Context: an optimization exercise on an open-source flow, tuned for small area. The choices shown serve that exercise and are no tape-out recipe. Where RTL was checked, it was by simulation tests only, not by an equivalence proof against the original. Function not checked in run 4: the RTL went through the layout flow alone. Power figures rest on the tool's default switching activity, not on a simulated workload. The flow treats the clock pin as an ideal source, which a real chip does not have.

[flow/run.sh]
#!/bin/bash
# synth_recipe.tcl (not shown) runs the flow's synth.tcl, then flattens the netlist and writes it again
# the make line also repeats each setting of config.mk as NAME=value (left out here)
make -C /OpenROAD-flow-scripts/flow DESIGN_CONFIG=/design/flow/config.mk WORK_HOME=/design/flow/orfs CLKGATE_MAP_FILE= SYNTH_SCRIPT=/design/flow/synth_recipe.tcl finish
[flow/config.mk]
export PLATFORM = sky130hd
export DESIGN_NAME = cpuCore
export DESIGN_NICKNAME = cpuCore
export VERILOG_FILES = /design/flow/design.v
export SDC_FILE = /design/flow/constraint.sdc
export NUM_CORES = 4
export LEC_CHECK = 0
export CAP_MARGIN = 20
export CORE_MARGIN = 2
export CORE_UTILIZATION = 40
export SLEW_MARGIN = 20
export SYNTH_MEMORY_MAX_BITS = 65536
[flow/constraint.sdc]
create_clock -name core_clock -period 20.0 [get_ports {clk}]
set_input_delay 4.0000 -clock core_clock [delete_from_list [all_inputs] [get_ports {clk}]]
set_output_delay 4.0000 -clock core_clock [all_outputs]
set_load 0.01 [all_outputs]
[flow/design.v]
`default_nettype none
package cpuPkg;
	typedef logic [32-1:0] word_t;
	typedef logic [12-1:0] pcAddr_t;
	typedef logic [5-1:0] regAddr_t;
	typedef enum logic [8-1:0] {
		opNop = 8'h00,
		opAdd = 8'h01,
		opSub = 8'h02,
		opMul = 8'h03,
		opXor = 8'h04,
		opOr = 8'h05,
		opAnd = 8'h06,
		opSll = 8'h07,
		opSra = 8'h08,
		opSrl = 8'h09,
		opSle = 8'h0A,
		opAddi = 8'h10,
		opSlli = 8'h11,
		opLw = 8'h20,
		opSw = 8'h21
	} opcode_t;
	typedef enum logic [3:0] {
		aluAdd, aluSub, aluMul, aluXor, aluOr,
		aluAnd, aluSll, aluSra, aluSrl, aluSle
	} aluOp_t;
	typedef enum logic [1:0] {srcReg, srcImm, srcShamt} operandSrc_t;
endpackage
`default_nettype wire
`default_nettype none
module cpuCore (
	input wire logic clk,
	input wire logic reset,
	input wire logic icacheReady,
	input wire logic [31:0] icacheInstr,
	output logic [11:0] icacheAddress,
	output logic icacheRequest,
	input wire logic dcacheReady,
	input wire logic [31:0] dcacheReadData,
	output logic [11:0] dcacheAddress,
	output logic dcacheRead,
	output logic dcacheWrite,
	output logic [31:0] dcacheWriteData
);
	localparam logic [3:0] cNop = 4'd0, cAdd = 4'd1, cSub = 4'd2, cMul = 4'd3,
		cXor = 4'd4, cOr = 4'd5, cAnd = 4'd6, cSll = 4'd7, cSra = 4'd8,
		cSrl = 4'd9, cSle = 4'd10, cAddi = 4'd11, cSlli = 4'd12, cLw = 4'd13,
		cSw = 4'd14;
	logic [32*10-1:0] bank0;
	logic [32*11-1:0] bank1;
	logic [32*10-1:0] bank2;
	logic [4:0] h1, h2, h0;
	logic [9:0] pc;
	logic irValid;
	logic [3:0] cls;
	logic [4:0] rd, ra;
	logic [13:0] fld;  
	logic aOk, bOk;
	logic [31:0] a, b, r;
	logic [4:0] cnt;
	logic pendValid;
	logic [4:0] pendRd;
	logic [3:0] fCls;
	always_comb begin
		case (icacheInstr[7:0])
			8'h01: fCls = cAdd;
			8'h02: fCls = cSub;
			8'h03: fCls = cMul;
			8'h04: fCls = cXor;
			8'h05: fCls = cOr;
			8'h06: fCls = cAnd;
			8'h07: fCls = cSll;
			8'h08: fCls = cSra;
			8'h09: fCls = cSrl;
			8'h0A: fCls = cSle;
			8'h10: fCls = cAddi;
			8'h11: fCls = cSlli;
			8'h20: fCls = cLw;
			8'h21: fCls = cSw;
			default: fCls = cNop;
		endcase
	end
	logic fNeedB;
	assign fNeedB = (fCls <= cSle && fCls != cNop) || fCls == cSw;
	assign h0 = h2 + 5'd1;
	logic we0, we1, we2, weAny;
	assign we0 = pendValid && pendRd == h0;
	assign we1 = pendValid && pendRd == h1;
	assign we2 = pendValid && pendRd == h2;
	assign weAny = we0 || we1 || we2;
	logic [31:0] tail0, tail1, tail2;
	assign tail0 = we0 ? r : bank0[31:0];
	assign tail1 = we1 ? r : bank1[31:0];
	assign tail2 = we2 ? r : bank2[31:0];
	always_ff @(posedge clk) begin
		bank0 <= {tail0, bank0[32*10-1:32]};
		bank1 <= {tail1, bank1[32*11-1:32]};
		bank2 <= {tail2, bank2[32*10-1:32]};
	end
	always_ff @(posedge clk) begin
		if (reset) begin
			h1 <= 5'd1;
			h2 <= 5'd2;
		end else begin
			h1 <= (h1 == 5'd31) ? 5'd1 : h1 + 5'd3;
			h2 <= (h2 == 5'd29) ? 5'd2 : h2 + 5'd3;
		end
	end
	logic [4:0] rbSel;
	assign rbSel = (cls == cSw) ? rd : fld[13:9];
	logic aHit, bHit;
	logic [31:0] tA, tB;
	assign aHit = ra == 5'd0 || ra == h0 || ra == h1 || ra == h2;
	assign bHit = rbSel == 5'd0 || rbSel == h0 || rbSel == h1 || rbSel == h2;
	assign tA = ({32{ra == h0}} & tail0) | ({32{ra == h1}} & tail1) | ({32{ra == h2}} & tail2);
	assign tB = ({32{rbSel == h0}} & tail0) | ({32{rbSel == h1}} & tail1) | ({32{rbSel == h2}} & tail2);
	logic capA, capB;
	assign capA = irValid && !aOk && aHit;
	assign capB = irValid && !bOk && bHit;
	logic ready, rFree;
	assign ready = irValid && aOk && bOk;
	assign rFree = !pendValid || weAny;
	logic isShift, isMul, isAlu;
	assign isShift = cls == cSll || cls == cSra || cls == cSrl || cls == cSlli;
	assign isMul = cls == cMul;
	assign isAlu = cls == cAdd || cls == cSub || cls == cXor || cls == cOr ||
		cls == cAnd || cls == cSle || cls == cAddi;
	logic mulStep, shStep, loadR, done, writesRd;
	assign mulStep = ready && isMul && (cnt != 5'd31 || rFree);
	assign shStep = ready && isShift && cnt != 5'd0;
	assign dcacheRead = ready && cls == cLw && rFree;
	assign dcacheWrite = ready && cls == cSw;
	assign loadR = (ready && isAlu && rFree) ||
		(ready && isShift && cnt == 5'd0 && rFree) ||
		(dcacheRead && dcacheReady);
	assign done = (irValid && cls == cNop) || loadR || (mulStep && cnt == 5'd1) || dcacheWrite;
	assign writesRd = cls != cSw && cls != cNop;
	logic [31:0] immExt;
	assign immExt = {{18{fld[13]}}, fld};
	logic useImm, invB, cin;
	assign useImm = cls == cAddi || cls == cLw || cls == cSw;
	assign invB = cls == cSub || cls == cSle;
	assign cin = cls == cSub;
	logic [31:0] x0, x1, x2, cs, cc;
	logic [32:0] sum;
	always_comb begin
		if (isMul) begin
			x0 = (cnt == 5'd31) ? 32'd0 : {r[29:0], 2'b00};
			x1 = b[30] ? a : 32'd0;
			x2 = b[31] ? {a[30:0], 1'b0} : 32'd0;
		end else begin
			x0 = 32'd0;
			x1 = a;
			if (useImm)
				x2 = immExt;
			else if (isShift)
				x2 = 32'd0;
			else
				x2 = invB ? ~b : b;
		end
	end
	assign cs = x0 ^ x1 ^ x2;
	assign cc = (x0 & x1) | (x0 & x2) | (x1 & x2);
	assign sum = {1'b0, cs} + {cc, cin};
	logic [31:0] res;
	always_comb begin
		case (cls)
			cXor: res = cs;
			cAnd: res = cc;
			cOr: res = cs | cc;
			cSle: res = {31'd0, ~sum[32]};
			default: res = sum[31:0];
		endcase
	end
	assign dcacheAddress = sum[11:0];
	assign dcacheWriteData = b;
	logic fetch;
	assign fetch = (!irValid || done) && icacheReady;
	assign icacheAddress = {pc, 2'b00};
	assign icacheRequest = !reset;
	always_ff @(posedge clk) begin
		if (reset) begin
			pc <= 10'd0;
			irValid <= 1'b0;
		end else begin
			if (fetch)
				pc <= pc + 10'd1;
			if (fetch)
				irValid <= 1'b1;
			else if (done)
				irValid <= 1'b0;
		end
	end
	always_ff @(posedge clk) begin
		if (fetch) begin
			cls <= fCls;
			rd <= icacheInstr[31:27];
			ra <= icacheInstr[26:22];
			fld <= icacheInstr[21:8];
		end
	end
	always_ff @(posedge clk) begin
		if (fetch) begin
			aOk <= 1'b0;
			bOk <= !fNeedB;
		end else begin
			if (capA)
				aOk <= 1'b1;
			if (capB)
				bOk <= 1'b1;
		end
	end
	always_ff @(posedge clk) begin
		if (fetch)
			cnt <= (fCls == cMul) ? 5'd31 : icacheInstr[16:12];
		else if (capB && (cls == cSll || cls == cSra || cls == cSrl))
			cnt <= tB[4:0];
		else if (mulStep || shStep)
			cnt <= (cnt == 5'd1) ? 5'd0 : cnt - 5'd2;
	end
	logic shTwo, fill;
	assign shTwo = cnt != 5'd1;
	assign fill = cls == cSra && a[31];
	always_ff @(posedge clk) begin
		if (capA)
			a <= tA;
		else if (shStep) begin
			if (cls == cSll || cls == cSlli)
				a <= shTwo ? {a[29:0], 2'b00} : {a[30:0], 1'b0};
			else
				a <= shTwo ? {{2{fill}}, a[31:2]} : {fill, a[31:1]};
		end
	end
	always_ff @(posedge clk) begin
		if (capB)
			b <= tB;
		else if (mulStep)
			b <= {b[29:0], 2'b00};
	end
	always_ff @(posedge clk) begin
		if (dcacheRead && dcacheReady)
			r <= dcacheReadData;
		else if (loadR || mulStep)
			r <= res;
	end
	always_ff @(posedge clk) begin
		if (reset)
			pendValid <= 1'b0;
		else if (done && writesRd && rd != 5'd0)
			pendValid <= 1'b1;
		else if (weAny)
			pendValid <= 1'b0;
	end
	always_ff @(posedge clk) begin
		if (done && writesRd)
			pendRd <= rd;
	end
endmodule
`default_nettype wire
==> summary.md, run 1 <==
Outcome
- **run status** no timing/DRC/antenna violations

Timing
- **unrepaired setup endpoints after global routing** false
- **setup total negative slack** 0 ps
- **minimum setup slack in the final design** 9920 ps
- **Layout Skew** 28.1 ps
- **transition at the pin with the smallest max-transition slack** 1130 ps
- **Hold Fails Final Rpt** 0
- **crit path time final** 10080 ps
- **count of final setup violators** 0
- **highest clock rate** 99.2 MHz
- **share of the clock period used by the worst path after layout** 0.504
- **relative slew slack** 0.243
- **Max Transition Viols Final** 0

Synth
- **most area-consuming cells after synthesis** sky130_fd_sc_hd__dfxtp_1, sky130_fd_sc_hd__edfxtp_1, sky130_fd_sc_hd__mux2_2
- **yosys warns** 1
- **Avg Inst Size Synth** 13.4 um2
- **Async SR Flop Fraction** 0
- **commonest register cell after synthesis** sky130_fd_sc_hd__dfxtp_1
- **synthesized flop and latch total** 1150
- **number of synthesized flops with an enable pin** 135
- **share of the synthesized area in the top cell type** 0.594
- **most common cell in the synthesized netlist** sky130_fd_sc_hd__dfxtp_1
- **cell type with the largest total area after synthesis** sky130_fd_sc_hd__dfxtp_1
- **Mapped Cells** 2551
- **Post-Syn Area** 34200 um2
- **leading post-synthesis cells by instance count** sky130_fd_sc_hd__dfxtp_1, sky130_fd_sc_hd__a21oi_1, sky130_fd_sc_hd__edfxtp_1, sky130_fd_sc_hd__nand2_1, sky130_fd_sc_hd__nor2_1
- **number of distinct standard cells referenced by the synthesized netlist** 73
- **part of the Yosys area used for sequential elements** 0.713

Global route
- **gr usage total** 0.176
- **grt ovf** 0
- **global-route wire length before repair** 118000 um
- **number of antenna violations at the first check in global routing** 5
- **pin count of the biggest net entering global routing** 65
- **via count of the first global-routing pass** 19600

Floorplanning
- **total core area** 85000 um2
- **chip height** 296 um
- **I/O pin cnt** 127
- **initial standard-cell utilization of the core** 0.402
- **Die Width** 296 um
- **total number of placement rows** 107
- **Die Footprint** 87900 um2

Worst setup path
- **critical path peak fanout** 26
- **CP endpoint kind** primary output
- **data arrival time of the critical path** 6080 ps
- **startpoint of the worst register-to-register path** cls[0]$_DFFE_PP_
- **capturing point of the worst reg2reg path** r[30]$_DFFE_PP_
- **setup slack on the worst flop-to-flop path** 13700 ps
- **critical path data required time** 16000 ps
- **category of the worst setup path launch point** flip-flop
- **FF-to-FF path depth** 15
- **worst setup path class** flip-flop to primary output
- **critical path startpoint** cls[0]$_DFFE_PP_

Clocking
- **post-cts hold buffer count** 0
- **CTS HTree Levels** 3
- **worst skew pair latency** 680 ps
- **number of sinks driven by the clock tree** 1150
- **Num CTS Buffers** 105
- **setup repair bufs after CTS** 0
- **post-CTS resize count** 0
- **worst-case clock buffer depth** 3
- **library cell used as clock root buffer** sky130_fd_sc_hd__clkbuf_16
- **TritonCTS clock tree** yes
- **Worst-path clk slew** 60 ps

Detailed routing
- **length of the first detailed-routing pass in iterations** 6
- **detailed-route DRC error count** 0
- **routed via count** 19800
- **via count normalized by instance count** 5.03
- **initial drt markers** 1948
- **mean routed wirelength per cell** 19.6 um
- **DRT Wirelength** 77100 um
- **post-route ant nets** 0

Worst hold path
- **number of cells on the worst hold path** 0
- **worst hold endpoint** bank0[247]$_DFF_P_
- **startpoint of the tightest hold check path** bank0[279]$_DFF_P_
- **classification of the worst-slack hold path** flip-flop to flip-flop

Place
- **IO buf count** 124
- **sum of net half-perimeters after detailed placement** 51000 um
- **final weighted congestion in routability-driven placement** 0.856
- **Worst Setup Slack post-DPL** 10530 ps

Layout
- **area added between synthesis and finish** 18.3%
- **nets** 2834
- **number of diodes** 0
- **ratio of cells with drive above 1 in the final layout** 0.135

Pwr
- **worst IR drop on VDD** 0.0788 mV
- **leakage** 15.8 nW
- **Power Dens Cells** 123 nW/um2

Run
- **number of violations of the max-capacitance limit** 0

-- worst max-delay path by stage --
stage / endpoint / slack (ps) / cells after the start
after floorplan: icacheRequest / 11910 / 1
after global placement: icacheRequest / 10560 / 3
after detailed placement: icacheRequest / 10530 / 3
after CTS: dcacheAddress[11] / 9960 / 14
after global routing: dcacheAddress[11] / 9480 / 14
final: dcacheAddress[11] / 9920 / 14
-- per-stage QoR --
stage	area (um2)	total power, W	std cells	utilization	hold WS (ps)
CTS	40500	0.00504	3929	0.476	308
floorplan	34200	0.00278	2552	-	310
detailed placement	36700	0.00296	3729	0.432	312
global route	40500	0.00519	3929	0.476	318
global placement	36700	0.00295	3729	0.432	310
finish	40500	0.00500	3929	0.476	305
-- state kept, by name, indices dropped and copies added (netlist names), 5 cells and up --
signal / flops
ra: 5
rd: 5
pc: 10
b: 32
bank0: 320
bank2: 320
fld: 14
h1: 5
bank1: 352
r: 32
h2: 5
pendRd: 5
a: 32
cnt: 5
-- cell usage in the layout, fill, tap and decap left out, types with 31 or more instances in the layout --
cell type                            n
sky130_fd_sc_hd__clkdlybuf4s50_1   124
sky130_fd_sc_hd__nand2_1           133
sky130_fd_sc_hd__ha_1               43
sky130_fd_sc_hd__xnor2_1            66
sky130_fd_sc_hd__clkbuf_16         114
sky130_fd_sc_hd__edfxtp_1          135
sky130_fd_sc_hd__a21oi_1           189
sky130_fd_sc_hd__fa_1               31
sky130_fd_sc_hd__xor2_1             38
sky130_fd_sc_hd__o21ai_0            68
sky130_fd_sc_hd__inv_1              73
sky130_fd_sc_hd__nor2_1            129
sky130_fd_sc_hd__dfxtp_1          1015
sky130_fd_sc_hd__mux2_2             97
sky130_fd_sc_hd__a222oi_1           84
-- metal layers --
layer | global-route usage | wire length (um) | vias up
met5 | 0 | 26 | -
met4 | 0.0642 | 2250 | 4
met3 | 0.0341 | 5220 | 148
met2 | 0.267 | 33800 | 693
met1 | 0.250 | 35800 | 9685
li1 | - | - | 9233
-- cell type report --
type	count	area, um2
clock inverter	53	616
timing repair buffer	151	1440
tap	1144	1430
multi-input combinational	1209	9180
sequential	1150	24400
inverter	75	282
clock buffer	147	3160
fill	7426	44500
-- report_power, final --
part / switching, W / internal [W]
Sequential: 0.0000348 / 0.00238
Combinational: 0.000289 / 0.000209
Clock: 0.000881 / 0.00120
Total: 0.00121 / 0.00379
-- logic make-up after synthesis --
group,synth area share
and+or+nand+nor,0.0590
buffers and inverters,0.0222
adders and majority gates,0.0339
other,0.000110
AOI/OAI and AO/OA,0.0899
DFF,0.713
muxes,0.0542
xor gates and xnor gates,0.0283
-- critical path, stage by stage (launching register included) --
cell and delay (ps):
sky130_fd_sc_hd__edfxtp_1 1000, sky130_fd_sc_hd__nand2_1 360, sky130_fd_sc_hd__or3_1 440, sky130_fd_sc_hd__nor2_2 600, sky130_fd_sc_hd__nand2_1 170, sky130_fd_sc_hd__fa_1 520
sky130_fd_sc_hd__inv_1 50, sky130_fd_sc_hd__ha_1 330, sky130_fd_sc_hd__o211ai_1 130, sky130_fd_sc_hd__o211a_1 250, sky130_fd_sc_hd__o21ai_0 360, sky130_fd_sc_hd__nand2_1 120
sky130_fd_sc_hd__and2_1 200, sky130_fd_sc_hd__xnor2_1 210, sky130_fd_sc_hd__clkdlybuf4s50_1 680
==> run 2: changes to the inputs <==
==> flow/flow/run.sh (new file) <==
#!/bin/bash
# The standard layout (standard.sh), with two changes:
#  - clock tree: no dummy loads, and clusters of up to 30 flip-flops per leaf buffer;
#  - ports buffered with buf_1 instead of the larger cell buffer_ports picks by itself.
# make's full output goes to standard.log; ORFS's per-step logs stay under orfs/logs.
set -euo pipefail
export CTS_ARGS="-sink_clustering_enable -repair_clock_nets -dont_use_dummy_load -sink_clustering_size 30 -sink_clustering_max_diameter 100"
export BUFFER_PORTS_ARGS="-buffer_cell sky130_fd_sc_hd__buf_1"
bash standard.sh > standard.log 2>&1
==> flow/standard.sh (new file) <==
#!/bin/bash
# synth_recipe.tcl (not shown) runs the flow's synth.tcl, then flattens the netlist and writes it again
# the make line also repeats each setting of config.mk as NAME=value (left out here)
make -C /OpenROAD-flow-scripts/flow DESIGN_CONFIG=/design/flow/config.mk WORK_HOME=/design/flow/orfs CLKGATE_MAP_FILE= SYNTH_SCRIPT=/design/flow/synth_recipe.tcl "${@:-finish}"
removed: flow/run.sh
==> summary.md, run 2 <==
Worst setup path
- **startpoint of the worst register-to-register path** cls[0]$_DFFE_PP_, unchanged
- **critical path peak fanout** 26, unchanged
- **data arrival time of the critical path** 5750 ps, was 6080 ps
- **worst setup path class** flip-flop to primary output, unchanged
- **Worst path slowest cell** sky130_fd_sc_hd__xnor2_1, was sky130_fd_sc_hd__edfxtp_1
- **crit path buf inv count** 1, was 2
- **dominant delay contributor by cell family on the critical path** compound AO/OA/AOI/OAI gates, was simple AND/OR/NAND/NOR gates
- **critical path data required time** 16000 ps, about the same
- **chain of cells forming the critical path** xnor2_1, o22ai_1, a221oi_1, a21oi_1, fa_1, ha_1, o21a_1, o2111ai_1, o21ai_0, nand2_1, and2_1, xnor2_1, buf_1, was nand2_1, or3_1, nor2_2, nand2_1, fa_1, inv_1, ha_1, o211ai_1, o211a_1, o21ai_0, nand2_1, and2_1, xnor2_1, clkdlybuf4s50_1
- **critical path startpoint** cls[0]$_DFFE_PP_, unchanged
- **category of the worst setup path launch point** flip-flop, unchanged
- **maximum cell stage delay along the critical path** 1000 ps, about the same
- **CP endpoint kind** primary output, unchanged
- **most prevalent standard cell on the critical path** sky130_fd_sc_hd__xnor2_1, was sky130_fd_sc_hd__nand2_1

Worst hold path
- **classification of the worst-slack hold path** flip-flop to flip-flop, unchanged
- **startpoint of the tightest hold check path** bank2[143]$_DFF_P_, was bank0[279]$_DFF_P_

Timing
- **count of final setup violators** 0, unchanged
- **Hold Fails Final Rpt** 0, unchanged
- **transition at the pin with the smallest max-transition slack** 1060 ps, was 1130 ps
- **Layout Skew** 73.4 ps, was 28.1 ps
- **relative slew slack** 0.289, was 0.243
- **share of the clock period used by the worst path after layout** 0.487, was 0.504
- **Hold WS** 275 ps, was 305 ps
- **setup total negative slack** 0 ps, unchanged
- **highest clock rate** 103 MHz, was 99.2 MHz
- **Max Transition Viols Final** 0, unchanged
- **unrepaired setup endpoints after global routing** false, unchanged
- **minimum setup slack in the final design** 10250 ps, was 9920 ps
- **crit path time final** 9750 ps, was 10080 ps

Floorplanning
- **total number of placement rows** 107, unchanged
- **initial standard-cell utilization of the core** 0.402, unchanged
- **Die Footprint** 87900 um2, unchanged
- **Die Width** 296 um, unchanged
- **chip height** 296 um, unchanged
- **I/O pin cnt** 127, unchanged
- **total core area** 85000 um2, unchanged

Global route
- **met1 Track Usage GR** 0.248, was 0.250
- **global routing usage on met3** 0.0343, was 0.0341
- **number of antenna violations at the first check in global routing** 5, unchanged
- **global-route wire length before repair** 115000 um, was 118000 um
- **via count of the first global-routing pass** 18700, was 19600
- **met2 global-route usage** 0.264, was 0.267
- **most crowded layer after global routing** met2, unchanged
- **pin count of the biggest net entering global routing** 65, unchanged
- **grt ovf** 0, unchanged
- **gr usage total** 0.171, was 0.176

Synth
- **most common cell in the synthesized netlist** sky130_fd_sc_hd__dfxtp_1, unchanged
- **share of the synthesized area in the top cell type** 0.594, unchanged
- **Mapped Cells** 2551, unchanged
- **Post-Syn Area** 34200 um2, unchanged
- **commonest register cell after synthesis** sky130_fd_sc_hd__dfxtp_1, unchanged
- **part of the Yosys area used for sequential elements** 0.713, unchanged
- **number of distinct standard cells referenced by the synthesized netlist** 73, unchanged
- **yosys warns** 1, unchanged
- **number of synthesized flops with an enable pin** 135, unchanged
- **synthesized flop and latch total** 1150, unchanged
- **most area-consuming cells after synthesis** sky130_fd_sc_hd__dfxtp_1, sky130_fd_sc_hd__edfxtp_1, sky130_fd_sc_hd__mux2_2, unchanged
- **cell type with the largest total area after synthesis** sky130_fd_sc_hd__dfxtp_1, unchanged
- **Avg Inst Size Synth** 13.4 um2, unchanged
- **Async SR Flop Fraction** 0, unchanged
- **leading post-synthesis cells by instance count** sky130_fd_sc_hd__dfxtp_1, sky130_fd_sc_hd__a21oi_1, sky130_fd_sc_hd__edfxtp_1, sky130_fd_sc_hd__nand2_1, sky130_fd_sc_hd__nor2_1, unchanged

Clocking
- **TritonCTS clock tree** yes, unchanged
- **worst skew pair latency** 640 ps, was 680 ps
- **setup repair bufs after CTS** 0, unchanged
- **Worst-path clk slew** 100 ps, was 60 ps
- **post-cts hold buffer count** 0, unchanged
- **Num CTS Buffers** 47, was 105
- **post-CTS resize count** 0, unchanged
- **CTS HTree Levels** 2, was 3
- **worst-case clock buffer depth** 3, unchanged
- **library cell used as clock root buffer** sky130_fd_sc_hd__clkbuf_16, unchanged
- **number of sinks driven by the clock tree** 1150, unchanged

Layout
- **Largest register FFs** 352, unchanged
- **top register by number of flip-flops** bank1, unchanged
- **number of fillers in the final layout** 7725, was 7426
- **Top Registers** bank1 x352, bank0 x320, bank2 x320, unchanged
- **most frequent cells in the layout** sky130_fd_sc_hd__dfxtp_1, sky130_fd_sc_hd__a21oi_1, sky130_fd_sc_hd__edfxtp_1, sky130_fd_sc_hd__nand2_1, sky130_fd_sc_hd__nor2_1, unchanged
- **final cell count without fillers** 3779, was 3929
- **commonest non-fill, non-tap cell in the layout** sky130_fd_sc_hd__dfxtp_1, unchanged
- **ratio of cells with drive above 1 in the final layout** 0.0915, was 0.135
- **nets** 2778, was 2834
- **area added between synthesis and finish** 8.55%, was 18.3%

Place
- **total instance count after detailed placement** 3730, was 3729
- **IO buf count** 124, unchanged
- **sum of net half-perimeters after detailed placement** 51000 um, about the same
- **final weighted congestion in routability-driven placement** 0.875, was 0.856
- **Worst Setup Slack post-DPL** 10880 ps, was 10530 ps

Detailed routing
- **detailed-route DRC error count** 0, unchanged
- **via count normalized by instance count** 5.07, was 5.03
- **length of the first detailed-routing pass in iterations** 8, was 6
- **routed via count** 19200, was 19800
- **DRT Wirelength** 75500 um, was 77100 um
- **mean routed wirelength per cell** 20.0 um, was 19.6 um
- **initial drt markers** 1874, was 1948
- **post-route ant nets** 0, unchanged

Pwr
- **worst IR drop on VDD** 0.0558 mV, was 0.0788 mV
- **leakage** 14.2 nW, was 15.8 nW
- **Power Dens Cells** 107 nW/um2, was 123 nW/um2

Outcome
- **run status** no timing/DRC/antenna violations, unchanged

Run
- **number of violations of the max-capacitance limit** 0, unchanged

run 2: cell counts after synthesis:
Identical to the previous run, type by type.
run 2: per-layer routing:
layer  vias to the layer above  share of wire
met5                         -        0.00056
met4                         6          0.018
met3                        93          0.065
met2                       513           0.44
met1                      9540           0.48
li1                       9017              -
run 2: worst register-to-register path: cells and delay by family (launching register included):
kind,cells,cell delay [ps]
flops,1,780
fa+ha+maj,2,950
xor+xnor,2,1170
compound gates,11,3180
run 2: path summary, 6_finish.rpt:
kind,slack (ps),depth (start not counted),endpoint
worst max-delay path,10250,13,dcacheAddress[11]
worst min-delay path,270,0,bank2[111]$_DFF_P_
worst max register to register,13760,15,r[30]$_DFFE_PP_
worst min register to register,270,0,bank2[111]$_DFF_P_
run 2: stage by stage:
| step | total power (W) | area (um2) | utilization |
|---|---|---|---|
| global placement | 0.00292 | 35900 | 0.423 |
| finish | 0.00396 | 37100 | 0.437 |
| global route | 0.00412 | 37100 | 0.437 |
| floorplan | 0.00278 | 34200 | - |
| detailed placement | 0.00293 | 35900 | 0.423 |
| CTS | 0.00399 | 37100 | 0.436 |
run 2: power breakdown:
part | switching, W | internal, W
sequential | 0.0000334 | 0.00238
combinational | 0.000290 | 0.000181
clock | 0.000648 | 0.000423
run 2: kinds of logic after synthesis:
logic type,synth area share
buffers and inverters,0.0222
adders and majority gates,0.0339
xor gates and xnor gates,0.0283
and+or+nand+nor,0.0590
other,0.000110
AOI/OAI and AO/OA,0.0899
DFF,0.713
muxes,0.0542
run 2: layout make-up:
type / count / area (um2) / area share
timing repair buffer: 153 / 691 / 0.0186
tap: 1144 / 1430 / 0.0385
inverter: 75 / 282 / 0.00758
sequential: 1150 / 24400 / 0.656
antenna: 1 / 2.50 / 0.0000674
clock buffer: 47 / 1180 / 0.0317
multi-input combinational: 1209 / 9180 / 0.247
==> run 3: changes to the inputs <==
--- a/flow/design.v
+++ b/flow/design.v
@@ -121,56 +121,56 @@
 	assign ready = irValid && aOk && bOk;
 	assign rFree = !pendValid || weAny;
-	logic isShift, isMul, isAlu;
-	assign isShift = cls == cSll || cls == cSra || cls == cSrl || cls == cSlli;
+	logic isMul, isSll, isShr, isAlu;
 	assign isMul = cls == cMul;
+	assign isSll = cls == cSll || cls == cSlli;
+	assign isShr = cls == cSra || cls == cSrl;
 	assign isAlu = cls == cAdd || cls == cSub || cls == cXor || cls == cOr ||
 		cls == cAnd || cls == cSle || cls == cAddi;
-	logic mulStep, shStep, loadR, done, writesRd;
-	assign mulStep = ready && isMul && (cnt != 5'd31 || rFree);
-	assign shStep = ready && isShift && cnt != 5'd0;
+	logic started;  
+	logic mulStep, mulDone, shStep, loadR, done, writesRd;
+	assign mulStep = ready && (isMul || isSll) && (started || rFree);
+	assign mulDone = mulStep && (started ? cnt[4:1] == 4'd1 : cnt[4:1] == 4'd0);
+	assign shStep = ready && isShr && cnt != 5'd0;
 	assign dcacheRead = ready && cls == cLw && rFree;
 	assign dcacheWrite = ready && cls == cSw;
 	assign loadR = (ready && isAlu && rFree) ||
-		(ready && isShift && cnt == 5'd0 && rFree) ||
+		(ready && isShr && cnt == 5'd0 && rFree) ||
 		(dcacheRead && dcacheReady);
-	assign done = (irValid && cls == cNop) || loadR || (mulStep && cnt == 5'd1) || dcacheWrite;
+	assign done = (irValid && cls == cNop) || loadR || mulDone || dcacheWrite;
 	assign writesRd = cls != cSw && cls != cNop;
 	logic [31:0] immExt;
 	assign immExt = {{18{fld[13]}}, fld};
-	logic useImm, invB, cin;
-	assign useImm = cls == cAddi || cls == cLw || cls == cSw;
+	logic mulR, m30, m31, eB, eI, invB, cin, sS, sC, sSum, sSle;
+	assign mulR = started;
+	assign m30 = isMul ? b[30] : isSll ? !started && !cnt[0] : 1'b1;
+	assign m31 = isMul ? b[31] : isSll && !started && cnt[0];
+	assign eB = cls == cAdd || cls == cSub || cls == cSle || cls == cXor || cls == cOr || cls == cAnd;
+	assign eI = cls == cAddi || cls == cLw || cls == cSw;
 	assign invB = cls == cSub || cls == cSle;
 	assign cin = cls == cSub;
-	logic [31:0] x0, x1, x2, cs, cc;
-	logic [32:0] sum;
-	always_comb begin
-		if (isMul) begin
-			x0 = (cnt == 5'd31) ? 32'd0 : {r[29:0], 2'b00};
-			x1 = b[30] ? a : 32'd0;
-			x2 = b[31] ? {a[30:0], 1'b0} : 32'd0;
-		end else begin
-			x0 = 32'd0;
-			x1 = a;
-			if (useImm)
-				x2 = immExt;
-			else if (isShift)
-				x2 = 32'd0;
-			else
-				x2 = invB ? ~b : b;
-		end
-	end
+	assign sS = cls == cXor || cls == cOr;
+	assign sC = cls == cAnd || cls == cOr;
+	assign sSle = cls == cSle;
+	assign sSum = !(sS || sC || sSle);
+	logic [31:0] x0, x1, x2, cs, cc, cc1, sum;
+	logic [32:0] k;
+	assign x0 = {32{mulR}} & {r[29:0], 2'b00};
+	assign x1 = {32{m30}} & a;
+	assign x2 = ({32{m31}} & {a[30:0], 1'b0}) | ({32{eB}} & (b ^ {32{invB}})) | ({32{eI}} & immExt);
 	assign cs = x0 ^ x1 ^ x2;
 	assign cc = (x0 & x1) | (x0 & x2) | (x1 & x2);
-	assign sum = {1'b0, cs} + {cc, cin};
+	assign cc1 = {cc[30:0], cin};
+	assign k[0] = 1'b0;
+	genvar gi;
+	generate
+		for (gi = 0; gi < 32; gi++) begin : ripple
+			assign sum[gi] = cs[gi] ^ cc1[gi] ^ k[gi];
+			assign k[gi+1] = (cs[gi] & cc1[gi]) | (cs[gi] & k[gi]) | (cc1[gi] & k[gi]);
+		end
+	endgenerate
+	logic gt;
+	assign gt = k[32] ^ cc[31];
 	logic [31:0] res;
-	always_comb begin
-		case (cls)
-			cXor: res = cs;
-			cAnd: res = cc;
-			cOr: res = cs | cc;
-			cSle: res = {31'd0, ~sum[32]};
-			default: res = sum[31:0];
-		endcase
-	end
+	assign res = ({32{sSum}} & sum) | ({32{sS}} & cs) | ({32{sC}} & cc) | {31'd0, sSle & !gt};
 	assign dcacheAddress = sum[11:0];
 	assign dcacheWriteData = b;
@@ -216,25 +216,27 @@
 		else if (capB && (cls == cSll || cls == cSra || cls == cSrl))
 			cnt <= tB[4:0];
-		else if (mulStep || shStep)
-			cnt <= (cnt == 5'd1) ? 5'd0 : cnt - 5'd2;
-	end
-	logic shTwo, fill;
-	assign shTwo = cnt != 5'd1;
+		else if ((mulStep && started) || shStep)
+			cnt <= (cnt[4:1] == 4'd0) ? 5'd0 : cnt - 5'd2;
+	end
+	always_ff @(posedge clk) begin
+		if (fetch)
+			started <= 1'b0;
+		else if (mulStep)
+			started <= 1'b1;
+	end
+	logic fill, sR1, sR2;
 	assign fill = cls == cSra && a[31];
-	always_ff @(posedge clk) begin
-		if (capA)
-			a <= tA;
-		else if (shStep) begin
-			if (cls == cSll || cls == cSlli)
-				a <= shTwo ? {a[29:0], 2'b00} : {a[30:0], 1'b0};
-			else
-				a <= shTwo ? {{2{fill}}, a[31:2]} : {fill, a[31:1]};
-		end
-	end
-	always_ff @(posedge clk) begin
-		if (capB)
-			b <= tB;
-		else if (mulStep)
-			b <= {b[29:0], 2'b00};
+	assign sR2 = shStep && cnt != 5'd1;
+	assign sR1 = shStep && cnt == 5'd1;
+	logic [31:0] aNext;
+	assign aNext = ({32{capA}} & tA) |
+		({32{sR2}} & {{2{fill}}, a[31:2]}) | ({32{sR1}} & {fill, a[31:1]});
+	always_ff @(posedge clk) begin
+		if (capA || shStep)
+			a <= aNext;
+	end
+	always_ff @(posedge clk) begin
+		if (capB || mulStep)
+			b <= ({32{capB}} & tB) | ({32{!capB}} & {b[29:0], 2'b00});
 	end
 	always_ff @(posedge clk) begin
==> summary.md, run 3 <==
Layout
- **area added between synthesis and finish** 8.47%, was 8.55%
- **number of fillers in the final layout** 7304, was 7725
- **Util after Layout** 0.438, was 0.437
- **ratio of cells with drive above 1 in the final layout** 0.0829, was 0.0915
- **most frequent cells in the layout** sky130_fd_sc_hd__dfxtp_1, sky130_fd_sc_hd__nor2_1, sky130_fd_sc_hd__edfxtp_1, sky130_fd_sc_hd__buf_1, sky130_fd_sc_hd__a21oi_1, was sky130_fd_sc_hd__dfxtp_1, sky130_fd_sc_hd__a21oi_1, sky130_fd_sc_hd__edfxtp_1, sky130_fd_sc_hd__nand2_1, sky130_fd_sc_hd__nor2_1
- **Top Registers** bank1 x352, bank0 x320, bank2 x320, unchanged
- **total area of sequential cells** 24400 um2, about the same
- **top register by number of flip-flops** bank1, unchanged
- **number of diodes** 0, was 1
- **nets** 2540, was 2778
- **Largest register FFs** 352, unchanged
- **commonest non-fill, non-tap cell in the layout** sky130_fd_sc_hd__dfxtp_1, unchanged
- **area of combinational cells with multiple inputs** 7590 um2, was 9180 um2

Place
- **Worst Setup Slack post-DPL** 1720 ps, was 10880 ps
- **IO buf count** 124, unchanged
- **sum of net half-perimeters after detailed placement** 46700 um, was 51000 um
- **final weighted congestion in routability-driven placement** 0.842, was 0.875

Worst setup path
- **dominant delay contributor by cell family on the critical path** adder cells, was compound AO/OA/AOI/OAI gates
- **maximum cell stage delay along the critical path** 1030 ps, was 1000 ps
- **Worst path slowest cell** sky130_fd_sc_hd__edfxtp_1, was sky130_fd_sc_hd__xnor2_1
- **critical path peak fanout** 32, was 26
- **data arrival time of the critical path** 18620 ps, was 5750 ps
- **depth of the critical timing path with buffers and inverters included** 45, was 13
- **CP endpoint kind** flip-flop, was primary output
- **category of the worst setup path launch point** flip-flop, unchanged
- **critical path data required time** 20360 ps, was 16000 ps
- **most prevalent standard cell on the critical path** sky130_fd_sc_hd__fa_1, was sky130_fd_sc_hd__xnor2_1
- **FF-to-FF path depth** 45, was 15
- **crit path buf inv count** 2, was 1
- **worst setup path class** flip-flop to flip-flop, was flip-flop to primary output

Synth
- **Mapped Cells** 2309, was 2551
- **part of the Yosys area used for sequential elements** 0.751, was 0.713
- **synthesized flop and latch total** 1151, was 1150
- **number of synthesized flops with an enable pin** 135, unchanged
- **most common cell in the synthesized netlist** sky130_fd_sc_hd__dfxtp_1, unchanged
- **Post-Syn Area** 32500 um2, was 34200 um2
- **most area-consuming cells after synthesis** sky130_fd_sc_hd__dfxtp_1, sky130_fd_sc_hd__edfxtp_1, sky130_fd_sc_hd__fa_1, was sky130_fd_sc_hd__dfxtp_1, sky130_fd_sc_hd__edfxtp_1, sky130_fd_sc_hd__mux2_2
- **Avg Inst Size Synth** 14.1 um2, was 13.4 um2
- **number of distinct standard cells referenced by the synthesized netlist** 74, was 73
- **cell type with the largest total area after synthesis** sky130_fd_sc_hd__dfxtp_1, unchanged
- **Async SR Flop Fraction** 0, unchanged
- **commonest register cell after synthesis** sky130_fd_sc_hd__dfxtp_1, unchanged
- **leading post-synthesis cells by instance count** sky130_fd_sc_hd__dfxtp_1, sky130_fd_sc_hd__nor2_1, sky130_fd_sc_hd__edfxtp_1, sky130_fd_sc_hd__a21oi_1, sky130_fd_sc_hd__nand2_1, was sky130_fd_sc_hd__dfxtp_1, sky130_fd_sc_hd__a21oi_1, sky130_fd_sc_hd__edfxtp_1, sky130_fd_sc_hd__nand2_1, sky130_fd_sc_hd__nor2_1
- **share of the synthesized area in the top cell type** 0.626, was 0.594
- **yosys warns** 1, unchanged

Timing
- **relative slew slack** 0.270, was 0.289
- **setup total negative slack** 0 ps, unchanged
- **Max Transition Viols Final** 0, unchanged
- **count of final setup violators** 0, unchanged
- **Layout Skew** 73.8 ps, was 73.4 ps
- **unrepaired setup endpoints after global routing** false, unchanged
- **Hold WS** 293 ps, was 275 ps
- **crit path time final** 18260 ps, was 9750 ps
- **transition at the pin with the smallest max-transition slack** 1100 ps, was 1060 ps
- **minimum setup slack in the final design** 1740 ps, was 10250 ps
- **share of the clock period used by the worst path after layout** 0.913, was 0.487
- **Hold Fails Final Rpt** 0, unchanged
- **highest clock rate** 54.8 MHz, was 103 MHz

Run
- **number of violations of the max-capacitance limit** 0, unchanged

Worst hold path
- **classification of the worst-slack hold path** flip-flop to flip-flop, unchanged
- **number of cells on the worst hold path** 0, unchanged

Clocking
- **setup repair bufs after CTS** 0, unchanged
- **Num CTS Buffers** 46, was 47
- **post-cts hold buffer count** 0, unchanged
- **CTS HTree Levels** 2, unchanged
- **post-CTS resize count** 0, unchanged
- **TritonCTS clock tree** yes, unchanged
- **number of sinks driven by the clock tree** 1151, was 1150
- **worst skew pair latency** 630 ps, was 640 ps
- **Worst-path clk slew** 110 ps, was 100 ps
- **worst-case clock buffer depth** 3, unchanged
- **library cell used as clock root buffer** sky130_fd_sc_hd__clkbuf_16, unchanged

Detailed routing
- **mean routed wirelength per cell** 20.5 um, was 20.0 um
- **post-route ant nets** 0, unchanged
- **DRT Wirelength** 70900 um, was 75500 um
- **length of the first detailed-routing pass in iterations** 6, was 8
- **initial drt markers** 1758, was 1874
- **via count normalized by instance count** 5.06, was 5.07
- **detailed-route DRC error count** 0, unchanged
- **routed via count** 17500, was 19200

Outcome
- **run status** no timing/DRC/antenna violations, unchanged

Global route
- **number of antenna violations at the first check in global routing** 1, was 5
- **pin count of the biggest net entering global routing** 65, unchanged
- **gr usage total** 0.168, was 0.171
- **global-route wire length before repair** 106000 um, was 115000 um
- **grt ovf** 0, unchanged
- **via count of the first global-routing pass** 17100, was 18700

Floorplanning
- **total core area** 80400 um2, was 85000 um2
- **Die Footprint** 83500 um2, was 87900 um2
- **Die Width** 289 um, was 296 um
- **chip height** 289 um, was 296 um
- **total number of placement rows** 104, was 107
- **I/O pin cnt** 127, unchanged
- **initial standard-cell utilization of the core** 0.404, was 0.402

Pwr
- **final total power** 0.00368 W, was 0.00396 W
- **worst IR drop on VDD** 0.0632 mV, was 0.0558 mV
- **leakage** 12.9 nW, was 14.2 nW
- **Power Dens Cells** 104 nW/um2, was 107 nW/um2

-- run 3: changes by cell type in the layout (fill, tap and decap cells not counted), sizes merged, moves of 27 or more --
| cell | delta |
|---|---|
| nor2 | +71 |
| a21oi | -75 |
| fa | +30 |
| mux4 | -28 |
| nand2 | -34 |
| xnor2 | -38 |
| a22oi | +27 |
| ha | -34 |
| inv | -43 |
-- run 3: path summary, 6_finish.rpt --
path / endpoint / startpoint / slack [ps]
worst max-delay path: r[0]$_DFFE_PP_ / cls[0]$_DFFE_PP_ / 1740
worst min-delay path: bank1[68]$_DFF_P_ / bank1[100]$_DFF_P_ / 290
worst max register to register: r[0]$_DFFE_PP_ / cls[0]$_DFFE_PP_ / 1740
worst min register to register: bank1[68]$_DFF_P_ / bank1[100]$_DFF_P_ / 290
-- run 3: kinds of logic (layout without fill, tap and decap cells) --
logic type	Yosys count	after routing	synth area share
DFF	1151	1151	0.751
buffers and inverters	137	227	0.0174
adders and majority gates	70	70	0.0411
other	1	2	0.000115
muxes	105	105	0.0370
xor gates and xnor gates	58	58	0.0165
and+or+nand+nor	398	398	0.0539
AOI/OAI and AO/OA	389	389	0.0832
-- run 3: metrics by stage --
step,area [um2],instances
floorplan,32500,2310
global placement,34100,3414
detailed placement,34100,3414
CTS,35200,3460
global route,35200,3460
finish,35200,3460
-- run 3: cell type report --
type | instances | share of cell area
Clock buffer | 46 | 0.0327
Tap cell | 1060 | 0.0376
Inverter | 30 | 0.00320
Timing Repair Buffer | 151 | 0.0190
Sequential cell | 1151 | 0.692
Multi-Input combinational cell | 1022 | 0.215
-- run 3: layer usage --
layer | vias up | global-route usage | part of all wire
li1 | 8123 | - | -
met2 | 590 | 0.258 | 0.44
met3 | 104 | 0.0281 | 0.061
met4 | 0 | 0.0483 | 0.027
met5 | - | 0 | 0
met1 | 8684 | 0.245 | 0.47
-- run 3: where the power goes --
part	internal [W]	leakage [nW]	switching, W	total, W
sequential	0.00237	9.42	0.0000257	0.00240
combinational	0.0000849	2.95	0.000140	0.000225
clock	0.000415	0.567	0.000642	0.00106
==> run 4: changes to the inputs <==
--- a/flow/design.v
+++ b/flow/design.v
@@ -50,5 +50,6 @@
 	logic [32*11-1:0] bank1;
 	logic [32*10-1:0] bank2;
-	logic [4:0] h1, h2, h0;
+	logic [4:0] h1;
+	logic [3:0] hc;
 	logic [9:0] pc;
 	logic irValid;
@@ -83,9 +84,8 @@
 	logic fNeedB;
 	assign fNeedB = (fCls <= cSle && fCls != cNop) || fCls == cSw;
-	assign h0 = h2 + 5'd1;
 	logic we0, we1, we2, weAny;
-	assign we0 = pendValid && pendRd == h0;
+	assign we0 = pendValid && pendRd == {hc, 1'b1};
 	assign we1 = pendValid && pendRd == h1;
-	assign we2 = pendValid && pendRd == h2;
+	assign we2 = pendValid && pendRd == {hc, 1'b0};
 	assign weAny = we0 || we1 || we2;
 	logic [31:0] tail0, tail1, tail2;
@@ -101,8 +101,8 @@
 		if (reset) begin
 			h1 <= 5'd1;
-			h2 <= 5'd2;
+			hc <= 4'd1;
 		end else begin
-			h1 <= (h1 == 5'd31) ? 5'd1 : h1 + 5'd3;
-			h2 <= (h2 == 5'd29) ? 5'd2 : h2 + 5'd3;
+			h1 <= (h1 == 5'd31) ? 5'd1 : (h1 == 5'd1) ? 5'd22 : h1 + 5'd1;
+			hc <= (hc == 4'd10) ? 4'd1 : hc + 4'd1;
 		end
 	end
@@ -111,8 +111,13 @@
 	logic aHit, bHit;
 	logic [31:0] tA, tB;
-	assign aHit = ra == 5'd0 || ra == h0 || ra == h1 || ra == h2;
-	assign bHit = rbSel == 5'd0 || rbSel == h0 || rbSel == h1 || rbSel == h2;
-	assign tA = ({32{ra == h0}} & tail0) | ({32{ra == h1}} & tail1) | ({32{ra == h2}} & tail2);
-	assign tB = ({32{rbSel == h0}} & tail0) | ({32{rbSel == h1}} & tail1) | ({32{rbSel == h2}} & tail2);
+	logic aC, bC, a1, b1;
+	assign aC = ra[4:1] == hc;
+	assign bC = rbSel[4:1] == hc;
+	assign a1 = ra == h1;
+	assign b1 = rbSel == h1;
+	assign aHit = ra == 5'd0 || aC || a1;
+	assign bHit = rbSel == 5'd0 || bC || b1;
+	assign tA = ({32{aC && ra[0]}} & tail0) | ({32{a1}} & tail1) | ({32{aC && !ra[0]}} & tail2);
+	assign tB = ({32{bC && rbSel[0]}} & tail0) | ({32{b1}} & tail1) | ({32{bC && !rbSel[0]}} & tail2);
 	logic capA, capB;
 	assign capA = irValid && !aOk && aHit;
@@ -141,11 +146,11 @@
 	logic [31:0] immExt;
 	assign immExt = {{18{fld[13]}}, fld};
-	logic mulR, m30, m31, eB, eI, invB, cin, sS, sC, sSum, sSle;
+	logic mulR, m30, m31, eB, eNB, eI, cin, sS, sC, sSum, sSle;
 	assign mulR = started;
 	assign m30 = isMul ? b[30] : isSll ? !started && !cnt[0] : 1'b1;
 	assign m31 = isMul ? b[31] : isSll && !started && cnt[0];
-	assign eB = cls == cAdd || cls == cSub || cls == cSle || cls == cXor || cls == cOr || cls == cAnd;
+	assign eB = cls == cAdd || cls == cXor || cls == cOr || cls == cAnd;
+	assign eNB = cls == cSub || cls == cSle;
 	assign eI = cls == cAddi || cls == cLw || cls == cSw;
-	assign invB = cls == cSub || cls == cSle;
 	assign cin = cls == cSub;
 	assign sS = cls == cXor || cls == cOr;
@@ -155,7 +160,7 @@
 	logic [31:0] x0, x1, x2, cs, cc, cc1, sum;
 	logic [32:0] k;
-	assign x0 = {32{mulR}} & {r[29:0], 2'b00};
+	assign x0 = ({32{mulR}} & {r[29:0], 2'b00}) | ({32{eNB}} & ~b);
 	assign x1 = {32{m30}} & a;
-	assign x2 = ({32{m31}} & {a[30:0], 1'b0}) | ({32{eB}} & (b ^ {32{invB}})) | ({32{eI}} & immExt);
+	assign x2 = ({32{m31}} & {a[30:0], 1'b0}) | ({32{eB}} & b) | ({32{eI}} & immExt);
 	assign cs = x0 ^ x1 ^ x2;
 	assign cc = (x0 & x1) | (x0 & x2) | (x1 & x2);
==> flow/flow/run.sh (replaced) <==
#!/bin/bash
# The standard layout (standard.sh), with three changes:
#  - synthesis: the standard flow's own synthesis script, except that the ABC step maps for
#    area with flow/abc_area.script instead of ORFS's speed script (registers,
#    their names and the rest of the synthesis are unchanged);
#  - clock tree: no dummy loads, and clusters of up to 30 flip-flops per leaf buffer;
#  - ports buffered with buf_1 instead of the larger cell buffer_ports picks by itself.
# make's full output goes to standard.log; ORFS's per-step logs stay under orfs/logs.
set -euo pipefail
W=$PWD
# ORFS's synth.tcl, with the ABC script swapped just before ABC runs
sed 's#^\(\s*\)log_cmd abc {\*}\$abc_args#\1lset abc_args 1 '"$W"'/flow/abc_area.script\n\1log_cmd abc {*}$abc_args#' \
	"$FLOW_HOME/scripts/synth.tcl" > "$W/synth_area.tcl"
grep -q "abc_area.script" "$W/synth_area.tcl"
# The standard flow's synthesis script, sourcing that copy
sed 's#source \$::env(SCRIPTS_DIR)/synth.tcl#source '"$W"'/synth_area.tcl#' "$W/synth_recipe.tcl" > "$W/synth_recipe_area.tcl"
grep -q "synth_area.tcl" "$W/synth_recipe_area.tcl"
# standard.sh, with that synthesis script
sed 's#SYNTH_SCRIPT=[^ ]*#SYNTH_SCRIPT='"$W"'/synth_recipe_area.tcl#' "$W/standard.sh" > "$W/standard_area.sh"
grep -q "synth_recipe_area.tcl" "$W/standard_area.sh"
export CTS_ARGS="-sink_clustering_enable -repair_clock_nets -dont_use_dummy_load -sink_clustering_size 30 -sink_clustering_max_diameter 100"
export BUFFER_PORTS_ARGS="-buffer_cell sky130_fd_sc_hd__buf_1"
bash "$W/standard_area.sh" > standard.log 2>&1
==> flow/flow/abc_area.script (new file) <==
strash
dc2
dch -f
amap
strash
dc2
dch -f
amap
topo
stime -c
dnsize -c
==> summary.md, run 4 <==
Worst setup path
- **critical path data required time** 20360 ps, about the same
- **data arrival time of the critical path** 18100 ps, was 18620 ps
- **critical path peak fanout** 13, was 32
- **category of the worst setup path launch point** flip-flop, unchanged
- **CP endpoint kind** flip-flop, unchanged
- **worst setup path class** flip-flop to flip-flop, unchanged
- **Worst path slowest cell** sky130_fd_sc_hd__fa_1, was sky130_fd_sc_hd__edfxtp_1
- **maximum cell stage delay along the critical path** 620 ps, was 1030 ps
- **most prevalent standard cell on the critical path** sky130_fd_sc_hd__fa_1, unchanged

Global route
- **global-route wire length before repair** 108000 um, was 106000 um
- **pin count of the biggest net entering global routing** 53, was 65
- **grt ovf** 0, unchanged
- **gr usage total** 0.175, was 0.168
- **via count of the first global-routing pass** 17600, was 17100
- **number of antenna violations at the first check in global routing** 0, was 1

Pwr
- **leakage** 12.3 nW, was 12.9 nW
- **Power Dens Cells** 106 nW/um2, was 104 nW/um2
- **worst IR drop on VDD** 0.0593 mV, was 0.0632 mV

Detailed routing
- **mean routed wirelength per cell** 20.5 um, about the same
- **length of the first detailed-routing pass in iterations** 6, unchanged
- **routed via count** 17800, was 17500
- **detailed-route DRC error count** 0, unchanged
- **initial drt markers** 1544, was 1758
- **via count normalized by instance count** 5.09, was 5.06
- **post-route ant nets** 0, unchanged
- **DRT Wirelength** 71700 um, was 70900 um

Timing
- **relative slew slack** 0.257, was 0.270
- **crit path time final** 17740 ps, was 18260 ps
- **Max Transition Viols Final** 0, unchanged
- **transition at the pin with the smallest max-transition slack** 1100 ps, about the same
- **unrepaired setup endpoints after global routing** false, unchanged
- **count of final setup violators** 0, unchanged
- **minimum setup slack in the final design** 2260 ps, was 1740 ps
- **share of the clock period used by the worst path after layout** 0.887, was 0.913
- **highest clock rate** 56.4 MHz, was 54.8 MHz
- **Hold WS** 273 ps, was 293 ps
- **Layout Skew** 58.7 ps, was 73.8 ps
- **Hold Fails Final Rpt** 0, unchanged
- **setup total negative slack** 0 ps, unchanged

Outcome
- **run status** no timing/DRC/antenna violations, unchanged

Clocking
- **number of sinks driven by the clock tree** 1150, was 1151
- **library cell used as clock root buffer** sky130_fd_sc_hd__clkbuf_16, unchanged
- **worst skew pair latency** 620 ps, was 630 ps
- **post-CTS resize count** 0, unchanged
- **setup repair bufs after CTS** 0, unchanged
- **post-cts hold buffer count** 0, unchanged
- **Worst-path clk slew** 120 ps, was 110 ps
- **Num CTS Buffers** 45, was 46
- **CTS HTree Levels** 2, unchanged
- **TritonCTS clock tree** yes, unchanged
- **worst-case clock buffer depth** 3, unchanged

Worst hold path
- **classification of the worst-slack hold path** flip-flop to flip-flop, unchanged

Place
- **IO buf count** 124, unchanged
- **Worst Setup Slack post-DPL** 2170 ps, was 1720 ps
- **sum of net half-perimeters after detailed placement** 47500 um, was 46700 um
- **final weighted congestion in routability-driven placement** 0.866, was 0.842

Layout
- **number of diodes** 0, unchanged
- **area added between synthesis and finish** 10.2%, was 8.47%
- **commonest non-fill, non-tap cell in the layout** sky130_fd_sc_hd__dfxtp_1, unchanged
- **ratio of cells with drive above 1 in the final layout** 0.0382, was 0.0829
- **Top Registers** bank1 x352, bank0 x320, bank2 x320, unchanged
- **most frequent cells in the layout** sky130_fd_sc_hd__dfxtp_1, sky130_fd_sc_hd__clkinv_1, sky130_fd_sc_hd__o22ai_1, sky130_fd_sc_hd__edfxtp_1, sky130_fd_sc_hd__o21ai_0, was sky130_fd_sc_hd__dfxtp_1, sky130_fd_sc_hd__nor2_1, sky130_fd_sc_hd__edfxtp_1, sky130_fd_sc_hd__buf_1, sky130_fd_sc_hd__a21oi_1
- **nets** 2598, was 2540
- **top register by number of flip-flops** bank1, unchanged
- **Largest register FFs** 352, unchanged

Synth
- **Post-Syn Area** 31300 um2, was 32500 um2
- **Avg Inst Size Synth** 13.8 um2, was 14.1 um2
- **Async SR Flop Fraction** 0, unchanged
- **leading post-synthesis cells by instance count** sky130_fd_sc_hd__dfxtp_1, sky130_fd_sc_hd__clkinv_1, sky130_fd_sc_hd__o22ai_1, sky130_fd_sc_hd__o21ai_0, sky130_fd_sc_hd__edfxtp_1, was sky130_fd_sc_hd__dfxtp_1, sky130_fd_sc_hd__nor2_1, sky130_fd_sc_hd__edfxtp_1, sky130_fd_sc_hd__a21oi_1, sky130_fd_sc_hd__nand2_1
- **most area-consuming cells after synthesis** sky130_fd_sc_hd__dfxtp_1, sky130_fd_sc_hd__edfxtp_1, sky130_fd_sc_hd__fa_1, unchanged
- **cell type with the largest total area after synthesis** sky130_fd_sc_hd__dfxtp_1, unchanged
- **commonest register cell after synthesis** sky130_fd_sc_hd__dfxtp_1, unchanged
- **Mapped Cells** 2263, was 2309
- **most common cell in the synthesized netlist** sky130_fd_sc_hd__dfxtp_1, unchanged
- **share of the synthesized area in the top cell type** 0.649, was 0.626
- **number of synthesized flops with an enable pin** 135, unchanged
- **synthesized flop and latch total** 1150, was 1151
- **number of distinct standard cells referenced by the synthesized netlist** 42, was 74
- **yosys warns** 1, unchanged
- **part of the Yosys area used for sequential elements** 0.778, was 0.751

Floorplanning
- **initial standard-cell utilization of the core** 0.404, about the same
- **total core area** 77500 um2, was 80400 um2
- **total number of placement rows** 102, was 104
- **chip height** 284 um, was 289 um
- **Die Footprint** 80500 um2, was 83500 um2
- **I/O pin cnt** 127, unchanged
- **Die Width** 284 um, was 289 um

Run
- **number of violations of the max-capacitance limit** 0, unchanged

## run 4: cell type report
type | instances | area [um2]
Clock buffer | 45 | 1130
Fill cell | 6987 | 43000
Inverter | 244 | 916
Multi-Input combinational cell | 868 | 6130
Sequential cell | 1150 | 24400
Tap cell | 1040 | 1300
Timing Repair Buffer | 151 | 668
## run 4: worst max-delay path: cells and delay by family (launching register included)
kind | cells | cell delay (ps)
adder cells (fa/ha/maj) | 33 | 14770
AND/OR/NAND/NOR | 5 | 940
AO/OA/AOI/OAI | 5 | 760
flip-flops | 1 | 520
buffers and inverters | 2 | 500
## run 4: routing by layer
metal / vias up / wire length [um] / share of wire / global-route usage
li1: 8215 / - / - / -
met1: 8674 / 32100 / 0.45 / 0.242
met2: 758 / 31300 / 0.44 / 0.271
met3: 158 / 5870 / 0.082 / 0.0411
met4: 0 / 2400 / 0.033 / 0.0571
met5: - / 0 / 0 / 0
## run 4: per-stage QoR
stage / util / std cells / instance area [um2] / power (W)
2_1_floorplan: - / 2264 / 31300 / 0.00257
3_3_place_gp: 0.431 / 3452 / 33400 / 0.00266
3_5_place_dp: 0.431 / 3452 / 33400 / 0.00266
4_1_cts: 0.445 / 3497 / 34500 / 0.00369
5_1_grt: 0.446 / 3498 / 34500 / 0.00380
6_report: 0.446 / 3498 / 34500 / 0.00365
## run 4: cell families (layout without fill, tap and decap cells)
| group | Yosys count | after routing | share of synthesized area |
|---|---|---|---|
| simple gates | 268 | 268 | 0.0358 |
| fa+ha+maj | 70 | 70 | 0.0431 |
| compound gates | 528 | 528 | 0.113 |
| buf+inv | 246 | 440 | 0.0297 |
| other cells | 1 | 2 | 0.000120 |
| flops | 1150 | 1150 | 0.778 |
## run 4: where the power goes
part / leakage [nW] / switching (W) / internal [W]
Clock: 0.555 / 0.000635 / 0.000407
Sequential: 9.41 / 0.0000193 / 0.00236
Combinational: 2.32 / 0.000150 / 0.0000795
## run 4: path summary, 6_finish.rpt
path | startpoint | to | slack (ps) | depth (start not counted)
max reg2reg | cls[3]$_DFFE_PP_ | r[0]$_DFFE_PP_ | 2260 | 45
min reg2reg | bank1[285]$_DFF_P_ | bank1[253]$_DFF_P_ | 270 | 0
max | cls[3]$_DFFE_PP_ | r[0]$_DFFE_PP_ | 2260 | 45
min | bank1[285]$_DFF_P_ | bank1[253]$_DFF_P_ | 270 | 0
==> run 5: changes to the inputs <==
--- a/flow/design.v
+++ b/flow/design.v
@@ -59,5 +59,4 @@
 	logic aOk, bOk;
 	logic [31:0] a, b, r;
-	logic [4:0] cnt;
 	logic pendValid;
 	logic [4:0] pendRd;
@@ -197,4 +196,6 @@
 		end
 	end
+	logic [4:0] cnt;
+	assign cnt = fld[13:9];
 	always_ff @(posedge clk) begin
 		if (fetch) begin
@@ -202,5 +203,5 @@
 			rd <= icacheInstr[31:27];
 			ra <= icacheInstr[26:22];
-			fld <= icacheInstr[21:8];
+			fld[8:0] <= icacheInstr[16:8];
 		end
 	end
@@ -218,9 +219,11 @@
 	always_ff @(posedge clk) begin
 		if (fetch)
-			cnt <= (fCls == cMul) ? 5'd31 : icacheInstr[16:12];
+			fld[13:9] <= (fCls == cSlli) ? icacheInstr[16:12] : icacheInstr[21:17];
+		else if (capB && cls == cMul)
+			fld[13:9] <= 5'd31;
 		else if (capB && (cls == cSll || cls == cSra || cls == cSrl))
-			cnt <= tB[4:0];
+			fld[13:9] <= tB[4:0];
 		else if ((mulStep && started) || shStep)
-			cnt <= (cnt[4:1] == 4'd0) ? 5'd0 : cnt - 5'd2;
+			fld[13:9] <= (cnt[4:1] == 4'd0) ? 5'd0 : cnt - 5'd2;
 	end
 	always_ff @(posedge clk) begin
@@ -238,6 +241,5 @@
 		({32{sR2}} & {{2{fill}}, a[31:2]}) | ({32{sR1}} & {fill, a[31:1]});
 	always_ff @(posedge clk) begin
-		if (capA || shStep)
-			a <= aNext;
+		a <= aNext | ({32{!(capA || shStep)}} & a);
 	end
 	always_ff @(posedge clk) begin
==> flow/flow/abc_area.script (replaced) <==
strash
dc2
dch -f
amap
strash
dc2
dch -f
amap
strash
dc2
dch -f
amap
topo
stime -c
dnsize -c
--- a/flow/config.mk
+++ b/flow/config.mk
@@ -6,7 +6,7 @@
 export NUM_CORES = 4
 export LEC_CHECK = 0
-export CAP_MARGIN = 20
+export CAP_MARGIN = 0
 export CORE_MARGIN = 2
 export CORE_UTILIZATION = 40
-export SLEW_MARGIN = 20
+export SLEW_MARGIN = 0
 export SYNTH_MEMORY_MAX_BITS = 65536
==> summary.md, run 5 <==
Timing
- **share of the clock period used by the worst path after layout** 0.902, was 0.887
- **relative slew slack** 0.199, was 0.257
- **highest clock rate** 55.4 MHz, was 56.4 MHz
- **Hold Fails Final Rpt** 0, unchanged
- **transition at the pin with the smallest max-transition slack** 1200 ps, was 1100 ps
- **Layout Skew** 59.6 ps, was 58.7 ps
- **minimum setup slack in the final design** 1960 ps, was 2260 ps
- **setup total negative slack** 0 ps, unchanged
- **unrepaired setup endpoints after global routing** false, unchanged
- **crit path time final** 18040 ps, was 17740 ps
- **count of final setup violators** 0, unchanged

Global route
- **gr usage total** 0.187, was 0.175
- **pin count of the biggest net entering global routing** 60, was 53

Synth
- **commonest register cell after synthesis** sky130_fd_sc_hd__dfxtp_1, unchanged
- **part of the Yosys area used for sequential elements** 0.768, was 0.778
- **share of the synthesized area in the top cell type** 0.674, was 0.649
- **number of synthesized flops with an enable pin** 98, was 135
- **cell type with the largest total area after synthesis** sky130_fd_sc_hd__dfxtp_1, unchanged
- **number of distinct standard cells referenced by the synthesized netlist** 42, unchanged
- **most common cell in the synthesized netlist** sky130_fd_sc_hd__dfxtp_1, unchanged
- **Mapped Cells** 2377, was 2263
- **Avg Inst Size Synth** 13.1 um2, was 13.8 um2
- **leading post-synthesis cells by instance count** sky130_fd_sc_hd__dfxtp_1, sky130_fd_sc_hd__clkinv_1, sky130_fd_sc_hd__nand2_1, sky130_fd_sc_hd__nor2_1, sky130_fd_sc_hd__o22ai_1, was sky130_fd_sc_hd__dfxtp_1, sky130_fd_sc_hd__clkinv_1, sky130_fd_sc_hd__o22ai_1, sky130_fd_sc_hd__o21ai_0, sky130_fd_sc_hd__edfxtp_1
- **Async SR Flop Fraction** 0, unchanged
- **most area-consuming cells after synthesis** sky130_fd_sc_hd__dfxtp_1, sky130_fd_sc_hd__edfxtp_1, sky130_fd_sc_hd__fa_1, unchanged

Floorplanning
- **I/O pin cnt** 127, unchanged
- **total core area** 77200 um2, was 77500 um2
- **Die Width** 283 um, was 284 um
- **Die Footprint** 80000 um2, was 80500 um2

Place
- **cell area after placement** 33200 um2, was 33400 um2
- **IO buf count** 124, unchanged
- **sum of net half-perimeters after detailed placement** 48900 um, was 47500 um

Layout
- **nets** 2711, was 2598
- **commonest non-fill, non-tap cell in the layout** sky130_fd_sc_hd__dfxtp_1, unchanged
- **most frequent cells in the layout** sky130_fd_sc_hd__dfxtp_1, sky130_fd_sc_hd__clkinv_1, sky130_fd_sc_hd__nand2_1, sky130_fd_sc_hd__nor2_1, sky130_fd_sc_hd__o22ai_1, was sky130_fd_sc_hd__dfxtp_1, sky130_fd_sc_hd__clkinv_1, sky130_fd_sc_hd__o22ai_1, sky130_fd_sc_hd__edfxtp_1, sky130_fd_sc_hd__o21ai_0
- **ratio of cells with drive above 1 in the final layout** 0.0346, was 0.0382
- **final instance area** 34300 um2, was 34500 um2
- **area of combinational cells with multiple inputs** 6420 um2, was 6130 um2
- **Top Registers** bank1 x352, bank0 x320, bank2 x320, unchanged
- **top register by number of flip-flops** bank1, unchanged
- **total area of sequential cells** 23900 um2, was 24400 um2

Clocking
- **number of sinks driven by the clock tree** 1145, was 1150
- **post-cts hold buffer count** 0, unchanged
- **post-CTS resize count** 0, unchanged
- **worst skew pair latency** 620 ps, about the same
- **TritonCTS clock tree** yes, unchanged
- **CTS HTree Levels** 2, unchanged
- **Num CTS Buffers** 46, was 45
- **setup repair bufs after CTS** 0, unchanged

Worst setup path
- **startpoint of the worst register-to-register path** cls[3]$_DFFE_PP_, unchanged
- **worst setup path class** flip-flop to flip-flop, unchanged
- **critical path data required time** 20280 ps, was 20360 ps
- **data arrival time of the critical path** 18330 ps, was 18100 ps
- **setup slack on the worst flop-to-flop path** 1960 ps, was 2260 ps
- **critical path peak fanout** 13, unchanged
- **category of the worst setup path launch point** flip-flop, unchanged

Run
- **number of violations of the max-capacitance limit** 0, unchanged

Detailed routing
- **met2 wire length** 31400 um, was 31300 um
- **routed via count** 18200, was 17800
- **initial drt markers** 1715, was 1544
- **met3 routed WL** 6400 um, was 5870 um
- **length of the first detailed-routing pass in iterations** 7, was 6
- **post-route ant nets** 0, unchanged
- **met1 layer wirelength in the final routing** 34600 um, was 32100 um

Pwr
- **Power Dens Cells** 112 nW/um2, was 106 nW/um2
- **switching part of the total power** 0.241, was 0.220
- **switching power** 0.000926 W, was 0.000803 W
- **cell internal power dissipation** 0.00293 W, was 0.00285 W
- **share of total power in the clock network** 0.273, was 0.285

Worst hold path
- **classification of the worst-slack hold path** flip-flop to flip-flop, unchanged

Outcome
- **run status** no timing/DRC/antenna violations, unchanged

==> run 5: changes by cell type after synthesis, moves of 10 or more <==
cell	previous run	this run
sky130_fd_sc_hd__edfxtp_1	135	98
sky130_fd_sc_hd__nand2_1	100	189
sky130_fd_sc_hd__a22oi_1	1	13
sky130_fd_sc_hd__o221ai_1	12	22
sky130_fd_sc_hd__a21oi_1	48	76
sky130_fd_sc_hd__nor2_1	112	160
sky130_fd_sc_hd__a222oi_1	44	14
sky130_fd_sc_hd__clkinv_1	244	233
sky130_fd_sc_hd__o22a_1	67	23
sky130_fd_sc_hd__dfxtp_1	1015	1047
==> run 5: worst max path at each step <==
| stage | startpoint | endpoint | slack [ps] | cells past startpoint |
|---|---|---|---|---|
| detailed placement | cls[3]$_DFFE_PP_ | r[0]$_DFFE_PP_ | 1980 | 44 |
| global placement | cls[3]$_DFFE_PP_ | r[0]$_DFFE_PP_ | 2050 | 44 |
| finish | cls[3]$_DFFE_PP_ | r[0]$_DFFE_PP_ | 1960 | 44 |
| global route | cls[3]$_DFFE_PP_ | r[0]$_DFFE_PP_ | 1150 | 44 |
| floorplan | cls[1]$_DFFE_PP_ | r[0]$_DFFE_PP_ | 2020 | 44 |
| CTS | cls[3]$_DFFE_PP_ | r[0]$_DFFE_PP_ | 1900 | 44 |
==> run 5: cells by family (layout without fill, tap and decap cells) <==
logic type / count (synthesis) / count (layout) / share of synthesized area
DFF: 1145 / 1145 / 0.768
adders and majority gates: 70 / 70 / 0.0434
and+or+nand+nor: 405 / 405 / 0.0524
AOI/OAI and AO/OA: 521 / 521 / 0.107
buffers and inverters: 235 / 428 / 0.0286
other: 1 / 2 / 0.000121
==> run 5: layout make-up <==
class,count,area share
clock buffer,46,0.0336
inverter,233,0.0255
multi-input combinational,998,0.187
sequential,1145,0.697
tap,1040,0.0379
timing repair buffer,149,0.0190
==> run 5: routing by layer <==
| layer | up-vias | track usage |
|---|---|---|
| met5 | - | 0 |
| met4 | 2 | 0.0537 |
| li1 | 8442 | - |
| met3 | 113 | 0.0404 |
| met2 | 772 | 0.277 |
| met1 | 8898 | 0.274 |
==> run 5: power groups by stage <==
stage | clock network (W) | logic (W) | registers, W
final | 0.00105 | 0.000406 | 0.00239
after global routing | 0.00117 | 0.000452 | 0.00240
after CTS | 0.00108 | 0.000404 | 0.00239
after detailed placement | 0 | 0.000403 | 0.00245
after global placement | 0 | 0.000394 | 0.00245
after floorplan | 0 | 0.000268 | 0.00244
==> run 5: worst max-delay path, delay by kind of cell (launching register included) <==
family | cells | cell delay [ps]
compound gates | 5 | 1130
simple gates | 4 | 720
buf+inv | 2 | 580
flops | 1 | 560
fa+ha+maj | 33 | 14780
==> run 5: metrics by stage <==
step                      power [W]  std cells  hold WS (ps)  utilization
final                       0.00385       3611           288        0.444
after floorplan             0.00271       2378           310            -
after global routing        0.00402       3611           288        0.444
after global placement      0.00284       3565           310        0.429
after detailed placement    0.00285       3565           312        0.429
after CTS                   0.00388       3611           298        0.444

port drivers added, routing unchanged:
In the flow no input, the clock included, has a driving cell. The finished layouts below were timed again as built, in two steps.
Step 1, drivers: a clkbuf_16 drives clk and a buf_2 each remaining input, both assumed.
Step 2 also shifts input and output timing later by t, the mid clock arrival at the registers, as if the neighbouring blocks saw the same clock.
Slacks: no drivers / after step 1 / after step 2; pairs: no drivers / after step 1.
run | t, ns | slack for setup (ns)
run 1 | 0.730 | 9.923 / 9.858 / 10.521
run 2 | 0.663 | 10.255 / 10.191 / 10.855
run 3 | 0.656 | 1.737 / 1.737 / 1.737
run 4 | 0.653 | 2.259 / 2.259 / 2.259
run 5 | 0.656 | 1.956 / 1.956 / 1.956
After both steps setup and hold are still met in every run listed.
